What follows belongs to an exercise in optimizing a design on an open flow for small area, a short achievable clock period and few clock cycles per item; a production flow would make more cautious choices. No functional check of the RTL was part of any run shown here.

==> flow/design.v (outline; a module is shown in full before it is edited, if it fits) <==
// module apbRegs: 65 lines
// module frameSequencer: 112 lines
// module chromaUpsampler: 58 lines
// module chromaFilter: 511 lines
// module colourConverter: 2941 lines
// module rgbWriter: 36 lines
// module colourTop: 103 lines
module colourTop (
	input logic CLOCK_50_I,
	input logic resetn,
	input logic [3:0] paddr,
	input logic psel,
	input logic penable,
	input logic pwrite,
	input logic [31:0] pwdata,
	output logic [31:0] prdata,
	output logic pready,
	output logic pslverr,
	output logic memRdEn,
	output colourPkg::addr_t memRdAddr,
	input colourPkg::word_t memRdData,
	output logic memWrEn,
	output colourPkg::addr_t memWrAddr,
	output colourPkg::word_t memWrData
);
  // ...
==> flow/run.sh <==
#!/bin/bash
# synth_recipe.tcl (not shown) runs the flow's synth.tcl, then flattens the netlist and writes it again
# the make line also repeats each setting of config.mk as NAME=value (left out here)
make -C /OpenROAD-flow-scripts/flow DESIGN_CONFIG=/design/flow/config.mk WORK_HOME=/design/flow/orfs CLKGATE_MAP_FILE= SYNTH_SCRIPT=/design/flow/synth_recipe.tcl finish
==> flow/config.mk <==
export PLATFORM = sky130hd
export DESIGN_NAME = colourTop
export DESIGN_NICKNAME = colourTop
export VERILOG_FILES = /design/flow/design.v
export SDC_FILE = /design/flow/constraint.sdc
export NUM_CORES = 4
export LEC_CHECK = 0
export CAP_MARGIN = 20
export CORE_MARGIN = 2
export CORE_UTILIZATION = 40
export PLACE_DENSITY = 0.6
export SETUP_SLACK_MARGIN = 4.5
export SLEW_MARGIN = 20
==> flow/constraint.sdc <==
create_clock -name core_clock -period 9.0 [get_ports {CLOCK_50_I}]
set_input_delay 1.8000 -clock core_clock [delete_from_list [all_inputs] [get_ports {CLOCK_50_I}]]
set_output_delay 1.8000 -clock core_clock [all_outputs]
set_load 0.01 [all_outputs]
==> run notes, run 1 <==
Status:
- The flow ran to the end and the layout has no timing, DRC or antenna violations.

Floorplan:
- The die covers about 64,000 sq um.

Timing:
- On the final layout, the worst clock skew is roughly 0.028 ns.
- The final number of hold-violating endpoints came to 0.
- The fmax is about 210 MHz.
- In the final timing run, aggregate negative setup slack is 0 ns.

Routing:
- The routed layout has roughly 18k vias.
- The starting DRC count in detailed routing is approximately 1.0k.
- The via density per instance is around 5.

Synth:
- After Yosys synthesis, and, or, nand and nor cells account for 8.91% of the synthesized area.
- The multiplexer share of the synthesized area is between 2 and 3%.
- After Yosys synthesis, full adders, half adders and majority gates account for between 20% and 30% of the synthesized area.
- The share of the yosys chip area belonging to registers is 35.6%.
- The combinational family with the most area after synthesis is adder cells.
- The average cell area after synthesis is between 10 and 15 sq um.

GRT:
- Global routing used between 10% and 20% of the available tracks.
- The met1 global-route usage is about a quarter.
- The number of global-route vias before repair was 18.3k.

Layout:
- Counting plain and timing-repair buffers in the layout gives around 270.
- The total of clock buffers placed in the layout is 53.
- Sequential cells make up approximately 28% of the cell area.

Setup path:
- The cell with the largest stage delay on the worst path is fa_1.
- The number of cells on the critical path is 20.
- The path depth of the worst reg2reg path is 20.
- The source of the critical timing path is seq.ph[2].

Place:
- Before CTS, the worst setup slack after placement is about 2.8 ns.

Clock network:
- In this run the clock root is driven by a clkbuf_16.
- The maximum buffer depth of the clock tree is 3.
==> run 2: changes to the inputs <==
--- a/flow/config.mk
+++ b/flow/config.mk
@@ -9,5 +9,5 @@
 export CORE_MARGIN = 2
 export CORE_UTILIZATION = 40
 export PLACE_DENSITY = 0.6
-export SETUP_SLACK_MARGIN = 4.5
+export SETUP_SLACK_MARGIN = 3.5
 export SLEW_MARGIN = 20
==> run 2 against run 1 <==
Count of clock-buffer cells in the layout is 5 higher. Sequential cell count unchanged. Area after synthesis stayed put. Register-to-register slack got worse by 0.55 ns. Die area is the same. Via count shrank 4.4%. Hold slack better by 0.0026 ns. Utilization is 4.7 points lower. Sequential share of layout area is 2.7 points higher. Non-clock buffer count is 132 lower. Routed wire length fell by 7.9%.
==> run notes, run 2 <==
Status:
- Status: no timing/DRC/antenna violations (unchanged).

Layout:
- The count of placed standard cells in the final layout, fillers left out came to 3,387 (was 3,515).
- The flip-flop and latch area is 8900 sq um (was 8930 sq um).
- The signed area change from the synthesized netlist to the final layout is 15.5% (was 27.0%).
- The share of the core filled with cells is 46.7% (was 51.4%).
- The count of filler cells inserted in the layout is 5,718 (was 5,335).
- Regs by FF count: ups.a (40), ups.b (40), csc.bPart (24) (unchanged).
- The share of post-route cells with drive strength above 1 is 8.00% (was 20.1%).
- The total area of multi-input combinational cells was 14,500 sq um (was 15,900 sq um).
- The design area is 28,800 sq um (was 31,700 sq um).
- Most frequent cells in the layout: inv_1 (387), ha_1 (266), dfxtp_1 (211) (was inv_1 (355), ha_1 (228), dfxtp_1 (199)).
- The antenna cell count is 0 (unchanged).
- The most common cell after layout, fill and taps aside is inv_1 (unchanged).
- The final net count was 3,041 (was 3,171).

Place:
- The total of buffers placed on input and output ports came to 87 (unchanged).
- The total instance count after detailed placement came to 3,276 (was 3,268).
- The placed wire-length estimate after detailed placement is 45,000 microns (about the same).
- The final weighted congestion in routability-driven placement was 0.878 (was 0.890).
- The cell area after placement came to 26,900 sq um (was 27,100 sq um).
- The placement-stage worst setup slack is 2.88 ns (was 2.79 ns).

Clock network:
- The CTS H-tree depth was 2 (unchanged).
- The master cell of the clock root buffer is clkbuf_16 (unchanged).
- The maximum buffer depth of the clock tree is 3 (unchanged).
- The TritonCTS clock tree is yes (unchanged).
- The clock sink count came to 370 (unchanged).
- The number of buffers inserted during clock tree synthesis is 43 (was 41).
- The later-pin clock latency in the skew report is 0.60 ns (was 0.59 ns).
- The clock-pin transition on the worst setup and hold timing paths was 0.06 ns (about the same).

Synth:
- The combinational family with the most area after synthesis is adder cells (unchanged).
- Ranking of synthesized cells by area: dfxtp_1 (17%), edfxtp_1 (17%), fa_1 (16%) (unchanged).
- The cell type contributing the most total cell area after synthesis was dfxtp_1 (unchanged).
- The multiplexer share of the synthesized area is 2.87% (unchanged).
- The dominant synthesized flop cell was dfxtp_1 (unchanged).
- Synth top cells by count: inv_1 (394), ha_1 (269), dfxtp_1 (211) (unchanged).
- The complex-gate fraction of the synthesized area is 10.0% (unchanged).
- The synthesized-area fraction occupied by xor and xnor cells is 5.51% (unchanged).
- The register bit count reported by yosys came to 370 (unchanged).
- The post-synthesis adder-cell area fraction is 29.6% (unchanged).
- The count of unique library cells instantiated by Yosys is 81 (unchanged).
- The average cell area after synthesis is 10.5 sq um (unchanged).
- The cell count after synthesis was 2,377 (unchanged).
- The share of synthesized registers carrying an async set or reset is 5.68% (unchanged).
- The number of synthesis warnings is 9 (unchanged).
- The share of the yosys chip area belonging to registers came to 35.6% (unchanged).
- The dominant cell by count in the synthesized netlist is inv_1 (unchanged).
- The fraction of post-synthesis cell area in the top cell type by area is 16.9% (unchanged).
- The number of flops mapped to enable cells by yosys was 138 (unchanged).
- The share of synthesized cell area in and, or, nand and nor gates is 8.91% (unchanged).
- The netlist area before placement is 25,000 sq um (unchanged).

GRT:
- The pin count of the biggest net entering global routing is 81 (was 88).
- The number of global-route vias before repair is 17.5k (was 18.3k).
- The remaining global-route overflow is 0 (unchanged).
- The global routing usage summed across all routing layers is 18.9% (was 20.0%).
- The wire length of the first global-routing pass was 95,300 microns (was 100,000 microns).
- The initial antenna violation count is 0 (was 1).

Routing:
- The starting DRC count in detailed routing is 1,059 (was 1,006).
- The number of iterations in the first detailed-routing pass was 5 (was 7).
- The via density per instance is 4.98 (was 5.02).
- The final antenna-violating net count is 0 (unchanged).
- The vias after detailed routing is 16.9k (was 17.7k).
- The detailed-route wire length is 58,800 microns (was 63,800 microns).
- The routed wirelength normalized by instance count is 17.3 microns (was 18.1 microns).
- The remaining routing DRC violations is 0 (unchanged).

Setup path:
- The highest net fanout along the worst path is 11 (was 7).
- The startpoint-to-endpoint class of the critical path is flop to flop (unchanged).
- The kind of launch point of the worst setup path is a flop (unchanged).
- The sort of element at the end of the critical path is a flop (unchanged).
- The worst path required time is 9.32 ns (was 9.33 ns).
- The arrival time reported for the critical path endpoint is 5.65 ns (was 5.11 ns).

Timing:
- The post-route minimum period is 5.33 ns (was 4.78 ns).
- The transition at the pin with the smallest max-transition slack is 1.06 ns (was 1.03 ns).
- The headroom to the max-slew limit is 29.6% (was 30.9%).
- The worst hold slack across all endpoints is 0.403 ns (was 0.401 ns).
- The portion of the clock cycle consumed by the worst path in the final layout is 59.2% (was 53.1%).
- The setup-violating endpoint count in the final report is 0 (unchanged).
- The final number of hold-violating endpoints was 0 (unchanged).
- The worst clock skew on the final layout was 0.0330 ns (was 0.0277 ns).
- The final worst setup slack is 3.67 ns (was 4.22 ns).
- The setup TNS is 0 ns (unchanged).
- RSZ-0062 raised after global routing: yes (unchanged).
- The count of final max-slew check failures is 0 (unchanged).
- The fmax is 188 MHz (was 209 MHz).

Flow run:
- The number of maximum-capacitance violations is 0 (unchanged).

Floorplan:
- The initial cell density of the core was 40.4% (unchanged).
- The floorplan core area is 61,700 sq um (unchanged).
- The area of the die is 64,400 sq um (unchanged).
- The horizontal extent of the die is 254 microns (unchanged).
- The top-level port count was 145 (unchanged).
- The number of rows in the core area came to 91 (unchanged).
- The vertical extent of the die is 254 microns (unchanged).

Hold path:
- The path category of the worst min-delay check is flop to flop (unchanged).
-- run 2: changes by cell type in the layout (fill, tap and decap cells not counted), sizes merged, moves of 2 or more --
cell | before | now
buf | 181 | 54
clkinvlp | 12 | 7
clkbuf | 54 | 58
bufinv | 5 | 3
inv | 387 | 392
bufbuf | 5 | 0
-- run 2: path summary, 6_finish.rpt --
check	endpoint	depth (start not counted)	startpoint	slack (ns)
worst max register to register	writer.gHeld[0]	18	seq.ph[2]	3.67
worst max-delay path	writer.gHeld[0]	18	seq.ph[2]	3.67
worst min-delay path	ups.a[0][1]	0	ups.b[0][1]	0.40
max in group asynchronous	seq.ph[0]	2	resetn	7.15
min in group asynchronous	regs.pslverr	2	resetn	1.56
worst min register to register	ups.a[0][1]	0	ups.b[0][1]	0.40
-- run 2: timing repair --
action                     in CTS  in global routing
hold buffers                    0                  0
buffers inserted               25                  6
resized for setup              17                 19
pin swaps                       1                  1
setup endpoints to repair      42                 31
-- run 2: worst max-delay path, stage by stage, from the launching register on --
cell and delay (ns):
dfrtp_4 0.52, buf_12 0.17, buf_12 0.14, mux2i_4 0.15, buf_6 0.26, ha_2 0.36, inv_2 0.17, fa_1 0.46
fa_1 0.48, ha_1 0.38, a21o_1 0.20, a21o_1 0.18, a21oi_1 0.13, o21ai_1 0.14, o31ai_4 0.30, a21oi_2 0.15
or3b_1 0.43, a21oi_4 0.26, a221oi_1 0.13
-- run 2: cell type report --
type / instances / share of cell area, %
tap: 837 / 3.63
clock inverter: 22 / 0.868
sequential: 370 / 30.9
clock buffer: 58 / 4.25
inverter: 395 / 5.22
timing repair buffer: 141 / 4.74
multi-input combinational: 1564 / 50.4
-- run 2: cell families (layout without fill, tap and decap cells) --
| family | Yosys count | in the layout |
|---|---|---|
| xor+xnor | 157 | 157 |
| compound gates | 388 | 388 |
| buf+inv | 467 | 616 |
| mux | 68 | 68 |
| fa+ha+maj | 471 | 471 |
| other cells | 2 | 26 |
| flops | 370 | 370 |
| simple gates | 454 | 454 |
-- run 2: layer usage --
| metal | global-route usage (%) | part of all wire (%) | up-vias |
|---|---|---|---|
| li1 | - | - | 8201 |
| met1 | 25.5 | 46 | 8303 |
| met2 | 32.1 | 48 | 290 |
| met3 | 2.23 | 3.5 | 89 |
| met4 | 4.96 | 2.2 | 0 |
| met5 | 0 | 0 | - |
==> module chromaUpsampler, before the edit <==
module chromaUpsampler (
	input logic CLOCK_50_I,
	input logic [2:0] ph,
	input colourPkg::word_t word,       
	input logic load,
	input logic first,
	input logic clamp,
	input logic odd,
	output colourPkg::sample_t uEven,   
	output colourPkg::sample_t vEven,
	output colourPkg::sample_t uOdd,    
	output colourPkg::sample_t vOdd
);
	colourPkg::sample_t a [5];          
	colourPkg::sample_t b [5];
	colourPkg::sample_t t [6];
	logic [8:0] p, q, r;
	colourPkg::sample_t f;
	always_comb begin
		t[0] = a[0];
		t[1] = a[1];
		t[2] = a[2];
		t[3] = a[3];
		t[4] = first ? word[15:8] : a[4];
		t[5] = clamp ? a[4] : (odd ? word[15:8] : word[7:0]);
	end
	always_ff @(posedge CLOCK_50_I) begin
		if (!ph[2]) begin
			for (int i = 0; i < 5; i++)
				a[i] <= b[i];
			if (load) begin
				b[0] <= word[15:8];
				b[1] <= word[15:8];
				b[2] <= word[15:8];
				b[3] <= word[7:0];
			end else begin
				for (int i = 0; i < 4; i++)
					b[i] <= t[i+1];
			end
			b[4] <= t[5];
		end
		p <= {1'b0, t[0]} + {1'b0, t[5]};
		q <= {1'b0, t[2]} + {1'b0, t[3]};
		r <= {1'b0, t[1]} + {1'b0, t[4]};
		if (ph[1])
			uOdd <= f;
		if (ph[2])
			vOdd <= f;
	end
	chromaFilter filt (
		.p(p),
		.q(q),
		.r(r),
		.f(f)
	);
	assign uEven = load ? b[4] : b[1];
	assign vEven = a[2];
endmodule
==> module rgbWriter, before the edit <==
module rgbWriter (
	input logic CLOCK_50_I,
	input logic resetn,
	input logic start,
	input logic [2:0] ph,
	input logic wrValid,
	input colourPkg::sample_t r,        
	input colourPkg::sample_t g,
	input colourPkg::sample_t b,
	output logic memWrEn,
	output colourPkg::addr_t memWrAddr,
	output colourPkg::word_t memWrData
);
	localparam int FirstAddr = 76800 - 10;
	colourPkg::sample_t rHeld, gHeld, bHeld;
	always_ff @(posedge CLOCK_50_I or negedge resetn) begin
		if (!resetn)
			memWrEn <= 1'b0;
		else
			memWrEn <= wrValid;
	end
	always_ff @(posedge CLOCK_50_I) begin
		if (!ph[0]) begin
			rHeld <= r;
			gHeld <= g;
			bHeld <= b;
		end
		if (ph[0])
			memWrData <= {rHeld, gHeld};
		else if (ph[1])
			memWrData <= {bHeld, r};
		else
			memWrData <= {gHeld, bHeld};
		memWrAddr <= start ? colourPkg::addr_t'(FirstAddr) : memWrAddr + 1'b1;
	end
endmodule
==> module colourTop, before the edit <==
module colourTop (
	input logic CLOCK_50_I,
	input logic resetn,
	input logic [3:0] paddr,
	input logic psel,
	input logic penable,
	input logic pwrite,
	input logic [31:0] pwdata,
	output logic [31:0] prdata,
	output logic pready,
	output logic pslverr,
	output logic memRdEn,
	output colourPkg::addr_t memRdAddr,
	input colourPkg::word_t memRdData,
	output logic memWrEn,
	output colourPkg::addr_t memWrAddr,
	output colourPkg::word_t memWrData
);
	logic start;
	logic busy;
	logic [2:0] ph;
	logic rxLoad, rxFirst, rxClamp, rxOdd;
	logic wrValid, rowDone, frameDone;
	colourPkg::word_t rdWord;
	colourPkg::sample_t yOddHeld;
	colourPkg::sample_t uEven, vEven, uOdd, vOdd;
	colourPkg::sample_t pixY, pixU, pixV;
	colourPkg::sample_t pixR, pixG, pixB;
	apbRegs regs (
		.CLOCK_50_I(CLOCK_50_I),
		.resetn(resetn),
		.paddr(paddr),
		.psel(psel),
		.penable(penable),
		.pwrite(pwrite),
		.pwdata(pwdata),
		.prdata(prdata),
		.pready(pready),
		.pslverr(pslverr),
		.start(start),
		.frameDone(frameDone),
		.rowDone(rowDone),
		.busy(busy)
	);
	frameSequencer seq (
		.CLOCK_50_I(CLOCK_50_I),
		.resetn(resetn),
		.start(start),
		.ph(ph),
		.memRdEn(memRdEn),
		.memRdAddr(memRdAddr),
		.rxLoad(rxLoad),
		.rxFirst(rxFirst),
		.rxClamp(rxClamp),
		.rxOdd(rxOdd),
		.wrValid(wrValid),
		.rowDone(rowDone),
		.frameDone(frameDone)
	);
	always_ff @(posedge CLOCK_50_I) begin
		rdWord <= memRdData;
		if (ph[2])
			yOddHeld <= rdWord[7:0];
	end
	chromaUpsampler ups (
		.CLOCK_50_I(CLOCK_50_I),
		.ph(ph),
		.word(rdWord),
		.load(rxLoad),
		.first(rxFirst),
		.clamp(rxClamp),
		.odd(rxOdd),
		.uEven(uEven),
		.vEven(vEven),
		.uOdd(uOdd),
		.vOdd(vOdd)
	);
	assign pixU = ph[1] ? uEven : uOdd;
	assign pixV = ph[1] ? vEven : vOdd;
	assign pixY = ph[2] ? rdWord[15:8] : yOddHeld;
	colourConverter csc (
		.CLOCK_50_I(CLOCK_50_I),
		.cu(pixU),
		.cv(pixV),
		.y(pixY),
		.r(pixR),
		.g(pixG),
		.b(pixB)
	);
	rgbWriter writer (
		.CLOCK_50_I(CLOCK_50_I),
		.resetn(resetn),
		.start(start),
		.ph(ph),
		.wrValid(wrValid),
		.r(pixR),
		.g(pixG),
		.b(pixB),
		.memWrEn(memWrEn),
		.memWrAddr(memWrAddr),
		.memWrData(memWrData)
	);
endmodule
==> run 3: changes to the inputs <==
--- a/flow/design.v
+++ b/flow/design.v
@@ -203,16 +203,15 @@
 	input logic first,
 	input logic clamp,
 	input logic odd,
-	output colourPkg::sample_t uEven,   
-	output colourPkg::sample_t vEven,
-	output colourPkg::sample_t uOdd,    
-	output colourPkg::sample_t vOdd
+	output colourPkg::sample_t cu,
+	output colourPkg::sample_t cv
 );
 	colourPkg::sample_t a [5];          
 	colourPkg::sample_t b [5];
 	colourPkg::sample_t t [6];
 	logic [8:0] p, q, r;
 	colourPkg::sample_t f;
+	colourPkg::sample_t uOdd;
 	always_comb begin
 		t[0] = a[0];
 		t[1] = a[1];
@@ -241,8 +240,8 @@
 		r <= {1'b0, t[1]} + {1'b0, t[4]};
 		if (ph[1])
 			uOdd <= f;
-		if (ph[2])
-			vOdd <= f;
+		cu <= ph[2] ? uOdd : a[2];
+		cv <= ph[2] ? f : b[2];
 	end
 	chromaFilter filt (
 		.p(p),
@@ -250,8 +249,6 @@
 		.r(r),
 		.f(f)
 	);
-	assign uEven = load ? b[4] : b[1];
-	assign vEven = a[2];
 endmodule
 module chromaFilter (
 	input logic [8:0] p,       
@@ -3722,10 +3719,11 @@
 	input colourPkg::sample_t b,
 	output logic memWrEn,
 	output colourPkg::addr_t memWrAddr,
-	output colourPkg::word_t memWrData
+	output colourPkg::word_t memWrData      
 );
 	localparam int FirstAddr = 76800 - 10;
-	colourPkg::sample_t rHeld, gHeld, bHeld;
+	colourPkg::sample_t r0, g0, b0;     
+	colourPkg::sample_t r1, g1, b1;     
 	always_ff @(posedge CLOCK_50_I or negedge resetn) begin
 		if (!resetn)
 			memWrEn <= 1'b0;
@@ -3733,19 +3731,26 @@
 			memWrEn <= wrValid;
 	end
 	always_ff @(posedge CLOCK_50_I) begin
-		if (!ph[0]) begin
-			rHeld <= r;
-			gHeld <= g;
-			bHeld <= b;
+		if (ph[2]) begin
+			r0 <= r;
+			g0 <= g;
+			b0 <= b;
+		end
+		if (ph[1]) begin
+			r1 <= r;
+			g1 <= g;
+			b1 <= b;
 		end
-		if (ph[0])
-			memWrData <= {rHeld, gHeld};
-		else if (ph[1])
-			memWrData <= {bHeld, r};
-		else
-			memWrData <= {gHeld, bHeld};
 		memWrAddr <= start ? colourPkg::addr_t'(FirstAddr) : memWrAddr + 1'b1;
 	end
+	always_comb begin
+		if (ph[1])
+			memWrData = {r0, g0};
+		else if (ph[2])
+			memWrData = {b0, r1};
+		else
+			memWrData = {g1, b1};
+	end
 endmodule
 `default_nettype wire
 `timescale 1ns/1ps
@@ -3775,7 +3780,6 @@
 	logic wrValid, rowDone, frameDone;
 	colourPkg::word_t rdWord;
 	colourPkg::sample_t yOddHeld;
-	colourPkg::sample_t uEven, vEven, uOdd, vOdd;
 	colourPkg::sample_t pixY, pixU, pixV;
 	colourPkg::sample_t pixR, pixG, pixB;
 	apbRegs regs (
@@ -3811,8 +3815,9 @@
 	);
 	always_ff @(posedge CLOCK_50_I) begin
 		rdWord <= memRdData;
-		if (ph[2])
-			yOddHeld <= rdWord[7:0];
+		if (ph[1])
+			yOddHeld <= memRdData[7:0];
+		pixY <= ph[1] ? memRdData[15:8] : yOddHeld;
 	end
 	chromaUpsampler ups (
 		.CLOCK_50_I(CLOCK_50_I),
@@ -3822,14 +3827,9 @@
 		.first(rxFirst),
 		.clamp(rxClamp),
 		.odd(rxOdd),
-		.uEven(uEven),
-		.vEven(vEven),
-		.uOdd(uOdd),
-		.vOdd(vOdd)
+		.cu(pixU),
+		.cv(pixV)
 	);
-	assign pixU = ph[1] ? uEven : uOdd;
-	assign pixV = ph[1] ? vEven : vOdd;
-	assign pixY = ph[2] ? rdWord[15:8] : yOddHeld;
 	colourConverter csc (
 		.CLOCK_50_I(CLOCK_50_I),
 		.cu(pixU),
--- a/flow/config.mk
+++ b/flow/config.mk
@@ -9,5 +9,5 @@
 export CORE_MARGIN = 2
 export CORE_UTILIZATION = 40
 export PLACE_DENSITY = 0.6
-export SETUP_SLACK_MARGIN = 3.5
+export SETUP_SLACK_MARGIN = 4.5
 export SLEW_MARGIN = 20
==> run 3 against run 2 <==
Still clean on timing, DRC and antenna. Sequential cell count grew 24. Via count shrank 0.85%. Global-route usage decreased by 0.51 points. Clock skew shrank 0.010 ns.
==> run notes, run 3 <==
Layout:
- The count of placed standard cells in the final layout, fillers left out is 3,423 (was 3,387).
- The share of the core filled with cells is 47.3% (was 46.7%).
- The antenna cell count came to 0 (unchanged).
- The share of post-route cells with drive strength above 1 came to 12.7% (was 8.00%).
- The most common cell after layout, fill and taps aside is inv_1 (unchanged).
- The final net count is 3,073 (was 3,041).
- Most frequent cells in the layout: inv_1 (384), ha_1 (256), fa_1 (206) (was inv_1 (387), ha_1 (266), dfxtp_1 (211)).
- The count of filler cells inserted in the layout was 5,775 (was 5,718).
- The signed area change from the synthesized netlist to the final layout was 17.4% (was 15.5%).
- The total area of multi-input combinational cells is 14,500 sq um (about the same).
- Regs by FF count: ups.a (40), ups.b (40), csc.bPart (24) (unchanged).
- The flip-flop and latch area is 9610 sq um (was 8900 sq um).
- The design area came to 29,800 sq um (was 28,800 sq um).

Flow run:
- The number of maximum-capacitance violations is 0 (unchanged).

Synth:
- The count of unique library cells instantiated by Yosys is 78 (was 81).
- The number of synthesis warnings is 9 (unchanged).
- The share of synthesized registers carrying an async set or reset is 5.33% (was 5.68%).
- The cell type contributing the most total cell area after synthesis is edfxtp_1 (was dfxtp_1).
- The dominant synthesized flop cell is dfxtp_1 (unchanged).
- The share of the yosys chip area belonging to registers is 37.5% (was 35.6%).
- The average cell area after synthesis was 10.7 sq um (was 10.5 sq um).
- Synth top cells by count: inv_1 (409), ha_1 (267), dfxtp_1 (219) (was inv_1 (394), ha_1 (269), dfxtp_1 (211)).
- The dominant cell by count in the synthesized netlist is inv_1 (unchanged).
- Ranking of synthesized cells by area: edfxtp_1 (18%), dfxtp_1 (17%), fa_1 (16%) (was dfxtp_1 (17%), edfxtp_1 (17%), fa_1 (16%)).
- The cell count after synthesis is 2,376 (was 2,377).
- The number of flops mapped to enable cells by yosys is 154 (was 138).
- The fraction of post-synthesis cell area in the top cell type by area was 18.2% (was 16.9%).
- The netlist area before placement was 25,400 sq um (was 25,000 sq um).
- The register bit count reported by yosys was 394 (was 370).

Status:
- Status: no timing/DRC/antenna violations (unchanged).

Setup path:
- The startpoint-to-endpoint class of the critical path is flop to flop (unchanged).
- The startpoint of the worst-slack reg-to-reg timing path is ups.p[8] (was seq.ph[2]).
- Among the stages of the critical path, the cell type that occurs most often is fa_1.
- The arrival time reported for the critical path endpoint is 5.23 ns (was 5.65 ns).
- Cell chain of the critical path: inv_4 -> ha_4 -> fa_1 -> fa_1 -> fa_1 -> inv_2 -> fa_1 -> inv_2 -> ha_4 -> nand2_2 -> a21oi_2 -> nand2b_4 -> o2111ai_4 -> a21boi_2 -> o41ai_2 -> o21ba_2 -> ha_4 -> a21oi_4 -> mux2_4 (was buf_12 -> buf_12 -> mux2i_4 -> buf_6 -> ha_2 -> inv_2 -> fa_1 -> fa_1 -> ha_1 -> a21o_1 -> a21o_1 -> a21oi_1 -> o21ai_1 -> o31ai_4 -> a21oi_2 -> or3b_1 -> a21oi_4 -> a221oi_1).
- The sort of element at the end of the critical path is a flop (unchanged).
- The cell type group with the largest total delay on the critical path is adder cells (unchanged).
- The kind of launch point of the worst setup path is a flop (unchanged).
- The endpoint of the worst register-to-register path is ups.cv[0] (was writer.gHeld[0]).
- The stage delay of the slowest cell on the critical path came to 0.52 ns (about the same).
- The path depth of the worst reg2reg path is 19 (was 18).
- The worst reg-to-reg setup slack was 4.23 ns (was 3.67 ns).
- The count of buffering cells on the critical path with inverters included is 3 (was 4).
- The source of the critical timing path is ups.p[8] (was seq.ph[2]).
- The highest net fanout along the worst path is 8 (was 11).
- The worst path required time is 9.46 ns (was 9.32 ns).
- The number of cells on the critical path is 19 (was 18).
- The cell with the largest stage delay on the worst path is fa_1 (was dfrtp_4).

Floorplan:
- The number of rows in the core area is 92 (was 91).
- The initial cell density of the core is 40.3% (was 40.4%).
- The horizontal extent of the die is 256 microns (was 254 microns).
- The floorplan core area came to 63,000 sq um (was 61,700 sq um).
- The area of the die is 65,500 sq um (was 64,400 sq um).
- The top-level port count is 145 (unchanged).
- The vertical extent of the die was 256 microns (was 254 microns).

Place:
- The total of buffers placed on input and output ports is 87 (unchanged).
- The total instance count after detailed placement was 3,274 (was 3,276).
- The placed wire-length estimate after detailed placement was 44,000 microns (was 45,000 microns).
- The final weighted congestion in routability-driven placement is 0.861 (was 0.878).
- The cell area after placement came to 27,200 sq um (was 26,900 sq um).
- The placement-stage worst setup slack was 3.46 ns (was 2.88 ns).

Timing:
- The post-route minimum period is 4.77 ns (was 5.33 ns).
- The final number of hold-violating endpoints was 0 (unchanged).
- The portion of the clock cycle consumed by the worst path in the final layout is 53.0% (was 59.2%).
- The headroom to the max-slew limit is 28.8% (was 29.6%).
- RSZ-0062 raised after global routing: yes (unchanged).
- The worst hold slack across all endpoints was 0.417 ns (was 0.403 ns).
- The setup-violating endpoint count in the final report is 0 (unchanged).
- The count of final max-slew check failures is 0 (unchanged).
- The worst clock skew on the final layout is 0.0229 ns (was 0.0330 ns).
- The setup TNS is 0 ns (unchanged).
- The transition at the pin with the smallest max-transition slack is 1.07 ns (was 1.06 ns).
- The final worst setup slack was 4.23 ns (was 3.67 ns).
- The fmax is 210 MHz (was 188 MHz).

Routing:
- The number of iterations in the first detailed-routing pass is 5 (unchanged).
- The vias after detailed routing is 16.7k (was 16.9k).
- The remaining routing DRC violations is 0 (unchanged).
- The via density per instance is 4.89 (was 4.98).
- The detailed-route wire length is 59,700 microns (was 58,800 microns).
- The starting DRC count in detailed routing is 851 (was 1,059).
- The routed wirelength normalized by instance count is 17.4 microns (was 17.3 microns).
- The final antenna-violating net count is 0 (unchanged).

Clock network:
- The number of buffers inserted during clock tree synthesis is 46 (was 43).
- The master cell of the clock root buffer is clkbuf_16 (unchanged).
- The clock-pin transition on the worst setup and hold timing paths is 0.06 ns (about the same).
- The TritonCTS clock tree is yes (unchanged).
- The later-pin clock latency in the skew report came to 0.59 ns (was 0.60 ns).
- The CTS H-tree depth was 2 (unchanged).
- The clock sink count was 394 (was 370).
- The maximum buffer depth of the clock tree is 3 (unchanged).

Hold path:
- The worst min-delay path startpoint was ups.b[3][2] (was ups.b[0][1]).
- The worst hold path depth came to 0 (unchanged).
- The end of the worst hold path was ups.a[3][2] (was ups.a[0][1]).
- The path category of the worst min-delay check is flop to flop (unchanged).

GRT:
- The global routing usage summed across all routing layers is 18.4% (was 18.9%).
- The pin count of the biggest net entering global routing is 81 (unchanged).
- The remaining global-route overflow is 0 (unchanged).
- The initial antenna violation count is 1 (was 0).
- The number of global-route vias before repair is 17.4k (was 17.5k).
- The wire length of the first global-routing pass came to 94,900 microns (was 95,300 microns).
-- run 3: changes by cell type after synthesis, moves of 11 or more --
cell	change
a21o_1	-15
a21oi_1	+11
edfxtp_1	+16
inv_1	+15
mux2_2	+15
mux2i_1	-19
nand2_1	+11
nor2_1	-15
-- run 3: cells by family (layout without fill, tap and decap cells) --
kind of cell	Yosys count	after routing	share of synthesized area (%)
buf+inv	481	657	7.52
compound gates	363	363	8.85
xor+xnor	146	146	5.03
simple gates	452	453	8.81
mux	64	64	2.74
other cells	2	26	0.0296
fa+ha+maj	474	474	29.5
flops	394	394	37.5
-- run 3: worst max path at each step --
stage,end,slack [ns]
floorplan,ups.cv[2],4.33
global placement,writer.b1[7],3.51
detailed placement,writer.b1[6],3.46
CTS,ups.cv[0],4.24
global route,ups.cv[0],4.03
finish,ups.cv[0],4.23
-- run 3: repair_timing --
| action | in CTS | in global routing |
|---|---|---|
| pin swaps | 16 | 23 |
| setup endpoints to repair | 82 | 78 |
| setup buffers | 27 | 38 |
| gates resized for setup | 80 | 72 |
| hold buffers | 0 | 0 |
| cloned | 1 | 0 |
-- run 3: layout make-up --
| class | instances | share of cell area [%] |
|---|---|---|
| inverter | 409 | 5.35 |
| clock inverter | 20 | 0.751 |
| tap | 846 | 3.55 |
| timing repair buffer | 165 | 5.03 |
| sequential | 394 | 32.2 |
| multi-input combinational | 1526 | 48.8 |
| clock buffer | 63 | 4.28 |
-- run 3: per-layer routing --
| layer | up-vias | GRT usage [%] | wire length [microns] |
|---|---|---|---|
| met1 | 8148 | 24.3 | 27000 |
| li1 | 8160 | - | - |
| met4 | 2 | 6.55 | 1910 |
| met3 | 90 | 3.03 | 2410 |
| met2 | 340 | 30.4 | 28300 |
| met5 | - | 0 | 9 |
==> run 4: changes to the inputs <==
--- a/flow/config.mk
+++ b/flow/config.mk
@@ -9,5 +9,5 @@
 export CORE_MARGIN = 2
 export CORE_UTILIZATION = 40
 export PLACE_DENSITY = 0.6
-export SETUP_SLACK_MARGIN = 4.5
+export SETUP_SLACK_MARGIN = 5.0
 export SLEW_MARGIN = 20
==> run 4 against run 3 <==
Sequential share of layout area decreased by 0.74 points. Worst setup slack got worse by 0.028 ns. Die area unchanged. Sequential cell count unchanged. Critical endpoint is now ups.cv[2]. Still clean. Register-to-register slack got worse by 0.03 ns. Via count increased by 2.6%. Maximum frequency decreased by 0.59%. Global-route usage increased by 0.64 points.
==> run notes, run 4 <==
Timing:
- The count of final max-slew check failures is 0 (unchanged).
- The portion of the clock cycle consumed by the worst path in the final layout is 53.3% (was 53.0%).
- RSZ-0062 raised after global routing: yes (unchanged).
- The final number of hold-violating endpoints is 0 (unchanged).
- The fmax came to 208 MHz (was 210 MHz).
- The setup-violating endpoint count in the final report is 0 (unchanged).
- The headroom to the max-slew limit was 29.6% (was 28.8%).
- The final worst setup slack is 4.20 ns (was 4.23 ns).
- The setup TNS is 0 ns (unchanged).
- The worst clock skew on the final layout is 0.0150 ns (was 0.0229 ns).
- The transition at the pin with the smallest max-transition slack is 1.06 ns (was 1.07 ns).
- The post-route minimum period is 4.80 ns (was 4.77 ns).

Synth:
- The cell type contributing the most total cell area after synthesis was edfxtp_1 (unchanged).
- The dominant synthesized flop cell is dfxtp_1 (unchanged).
- The count of unique library cells instantiated by Yosys came to 78 (unchanged).
- The dominant cell by count in the synthesized netlist was inv_1 (unchanged).
- The number of synthesis warnings is 9 (unchanged).
- Ranking of synthesized cells by area: edfxtp_1 (18%), dfxtp_1 (17%), fa_1 (16%) (unchanged).
- The fraction of post-synthesis cell area in the top cell type by area is 18.2% (unchanged).
- The share of the yosys chip area belonging to registers is 37.5% (unchanged).
- The register bit count reported by yosys came to 394 (unchanged).
- The netlist area before placement is 25,400 sq um (unchanged).
- Synth top cells by count: inv_1 (409), ha_1 (267), dfxtp_1 (219) (unchanged).
- The number of flops mapped to enable cells by yosys is 154 (unchanged).
- The average cell area after synthesis came to 10.7 sq um (unchanged).
- The share of synthesized registers carrying an async set or reset was 5.33% (unchanged).
- The cell count after synthesis came to 2,376 (unchanged).

Clock network:
- The later-pin clock latency in the skew report is 0.57 ns (was 0.59 ns).
- The maximum buffer depth of the clock tree is 3 (unchanged).
- The clock-pin transition on the worst setup and hold timing paths was 0.06 ns (about the same).
- The master cell of the clock root buffer is clkbuf_16 (unchanged).
- The number of buffers inserted for hold repair after clock tree synthesis is 0 (unchanged).
- The number of buffers inserted during clock tree synthesis is 45 (was 46).
- The CTS H-tree depth is 2 (unchanged).
- The TritonCTS clock tree is yes (unchanged).
- The clock sink count is 394 (unchanged).

Setup path:
- The worst reg-to-reg setup slack is 4.20 ns (was 4.23 ns).
- The cell with the most instances on the worst path is fa_1 (unchanged).
- The startpoint-to-endpoint class of the critical path is flop to flop (unchanged).
- The endpoint of the worst register-to-register path is ups.cv[2] (was ups.cv[0]).
- The worst path required time is 9.45 ns (was 9.46 ns).
- The sort of element at the end of the critical path is a flop (unchanged).
- The cell with the largest stage delay on the worst path is fa_1 (unchanged).
- The kind of launch point of the worst setup path is a flop (unchanged).
- The path depth of the worst reg2reg path is 19 (unchanged).
- The stage delay of the slowest cell on the critical path was 0.52 ns (about the same).
- The startpoint of the worst-slack reg-to-reg timing path is ups.p[8] (unchanged).
- The highest net fanout along the worst path came to 8 (unchanged).
- Cell chain of the critical path: inv_4 -> ha_4 -> fa_1 -> fa_1 -> fa_1 -> inv_1 -> fa_1 -> inv_2 -> ha_4 -> nand2_2 -> a21oi_2 -> nand2b_4 -> o2111ai_4 -> a21boi_4 -> o41ai_4 -> o21ba_4 -> ha_4 -> a21oi_4 -> mux2_4 (was inv_4 -> ha_4 -> fa_1 -> fa_1 -> fa_1 -> inv_2 -> fa_1 -> inv_2 -> ha_4 -> nand2_2 -> a21oi_2 -> nand2b_4 -> o2111ai_4 -> a21boi_2 -> o41ai_2 -> o21ba_2 -> ha_4 -> a21oi_4 -> mux2_4).
- The arrival time reported for the critical path endpoint was 5.25 ns (was 5.23 ns).

Layout:
- The share of post-route cells with drive strength above 1 is 16.2% (was 12.7%).
- The final net count is 3,113 (was 3,073).
- Most frequent cells in the layout: inv_1 (374), ha_1 (244), fa_1 (203) (was inv_1 (384), ha_1 (256), fa_1 (206)).
- The count of filler cells inserted in the layout was 5,668 (was 5,775).
- The design area is 30,600 sq um (was 29,800 sq um).
- The antenna cell count is 0 (unchanged).
- The signed area change from the synthesized netlist to the final layout was 20.4% (was 17.4%).
- Regs by FF count: ups.a (40), ups.b (40), csc.bPart (24) (unchanged).
- The most common cell after layout, fill and taps aside was inv_1 (unchanged).

Floorplan:
- The number of rows in the core area is 92 (unchanged).
- The area of the die was 65,500 sq um (unchanged).
- The top-level port count is 145 (unchanged).
- The horizontal extent of the die is 256 microns (unchanged).
- The initial cell density of the core is 40.3% (unchanged).
- The floorplan core area is 63,000 sq um (unchanged).
- The vertical extent of the die is 256 microns (unchanged).

Place:
- The cell area after placement is 27,300 sq um (was 27,200 sq um).
- The total of buffers placed on input and output ports is 87 (unchanged).
- The placement-stage worst setup slack is 3.87 ns (was 3.46 ns).
- The placed wire-length estimate after detailed placement is 44,600 microns (was 44,000 microns).
- The final weighted congestion in routability-driven placement is 0.878 (was 0.861).

GRT:
- The global routing usage summed across all routing layers was 19.0% (was 18.4%).
- The wire length of the first global-routing pass was 98,200 microns (was 94,900 microns).
- The pin count of the biggest net entering global routing is 81 (unchanged).
- The remaining global-route overflow is 0 (unchanged).
- The number of global-route vias before repair is 17.7k (was 17.4k).
- The initial antenna violation count is 0 (was 1).

Routing:
- The detailed-route wire length was 62,500 microns (was 59,700 microns).
- The remaining routing DRC violations was 0 (unchanged).
- The final antenna-violating net count is 0 (unchanged).
- The vias after detailed routing is 17.2k (was 16.7k).
- The starting DRC count in detailed routing is 745 (was 851).
- The via density per instance came to 4.96 (was 4.89).
- The routed wirelength normalized by instance count is 18.0 microns (was 17.4 microns).
- The number of iterations in the first detailed-routing pass is 5 (unchanged).

Status:
- Status: no timing/DRC/antenna violations (unchanged).

Hold path:
- The worst min-delay path startpoint is seq.wrValid (was ups.b[3][2]).
- The worst hold path depth is 0 (unchanged).
- The path category of the worst min-delay check is flop to flop (unchanged).
- The end of the worst hold path is writer.memWrEn (was ups.a[3][2]).

Flow run:
- The number of maximum-capacitance violations was 0 (unchanged).
==> run 4: kinds of logic after synthesis <==
kind of cell	count (synthesis)	share of synthesized area, %
AND/OR/NAND/NOR	452	8.81
AO/OA/AOI/OAI	363	8.85
flip-flops	394	37.5
multiplexers	64	2.74
adder cells (fa/ha/maj)	474	29.5
buffers and inverters	481	7.52
other	2	0.0296
XOR/XNOR	146	5.03
==> run 4: area by class of cell <==
class | instances | area (sq um) | share of cell area, %
Multi-Input combinational cell | 1525 | 14900 | 48.8
Inverter | 409 | 1630 | 5.32
Sequential cell | 394 | 9630 | 31.5
Tap cell | 846 | 1060 | 3.46
Clock inverter | 27 | 193 | 0.630
Clock buffer | 57 | 1210 | 3.96
Timing Repair Buffer | 207 | 1920 | 6.29
==> run 4: how the worst max path moves through the flow <==
stage | startpoint | endpoint | slack (ns)
floorplan | ups.p[8] | ups.cv[7] | 4.31
global placement | paddr[1] | seq.memRdAddr[14] | 3.88
detailed placement | paddr[1] | seq.memRdAddr[14] | 3.87
CTS | ups.p[8] | ups.cv[0] | 4.18
global route | ups.p[8] | ups.cv[6] | 4.03
finish | ups.p[8] | ups.cv[2] | 4.20
==> run 4: metrics by stage <==
stage                     utilization [%]  std cells  hold slack (ns)
after floorplan                         -       2400            0.365
after CTS                            47.0       3414            0.412
after global routing                 48.6       3465            0.413
after detailed placement             43.4       3270            0.392
final                                48.6       3465            0.405
after global placement               43.4       3270            0.397
==> run 4: layer usage <==
layer	vias to the layer above	routed length (microns)	GRT usage (%)
met5	-	0	0
li1	8257	-	-
met3	108	2440	2.89
met2	331	29800	32.2
met4	0	1920	5.83
met1	8483	28300	25.1
==> run 4: worst max-delay path, delay by kind of cell (launching register included) <==
| kind | cells | cell delay [ns] |
|---|---|---|
| buffers and inverters | 3 | 0.15 |
| and+or+nand+nor | 2 | 0.19 |
| muxes | 1 | 0.27 |
| AOI/OAI and AO/OA | 6 | 0.87 |
| adders and majority gates | 7 | 2.82 |
| DFF | 1 | 0.37 |
==> run 4: what timing repair did <==
action | 4_1_cts | 5_1_grt
gates resized for setup | 101 | 128
endpoints found under the setup margin | 115 | 94
setup buffers | 60 | 51
pin swaps | 19 | 68

## port drivers added, routing unchanged
No port has a modelled driver above. Below, the same layouts with a new extraction and two added sets of constraints.
Step 1 assumes that a clkbuf_16 drives the clock port and a buf_2 every other input.
Step 2 times the ports against the registers' clock, not the clock port: input delays grow and output delays shrink by t, the midpoint of the rising clock arrivals with the driver on.
a / b / c = ideal / step 1 / step 2; a / b = the first two.
run	shift t [ns]	slack for setup (ns)	clock arrival spread, ns
run 1	0.630	4.218 / 4.218 / 4.170	0.031 / 0.030
run 2	0.645	3.672 / 3.672 / 3.672	0.034 / 0.034
run 3	0.643	4.231 / 4.231 / 4.231	0.023 / 0.023
run 4	0.624	4.202 / 4.202 / 4.202	0.016 / 0.016
After both steps setup and hold are still met in every run listed. For run 1, which loses most, drivers alone change the setup slack by 0.000 ns; drivers and shift together by -0.048 ns.
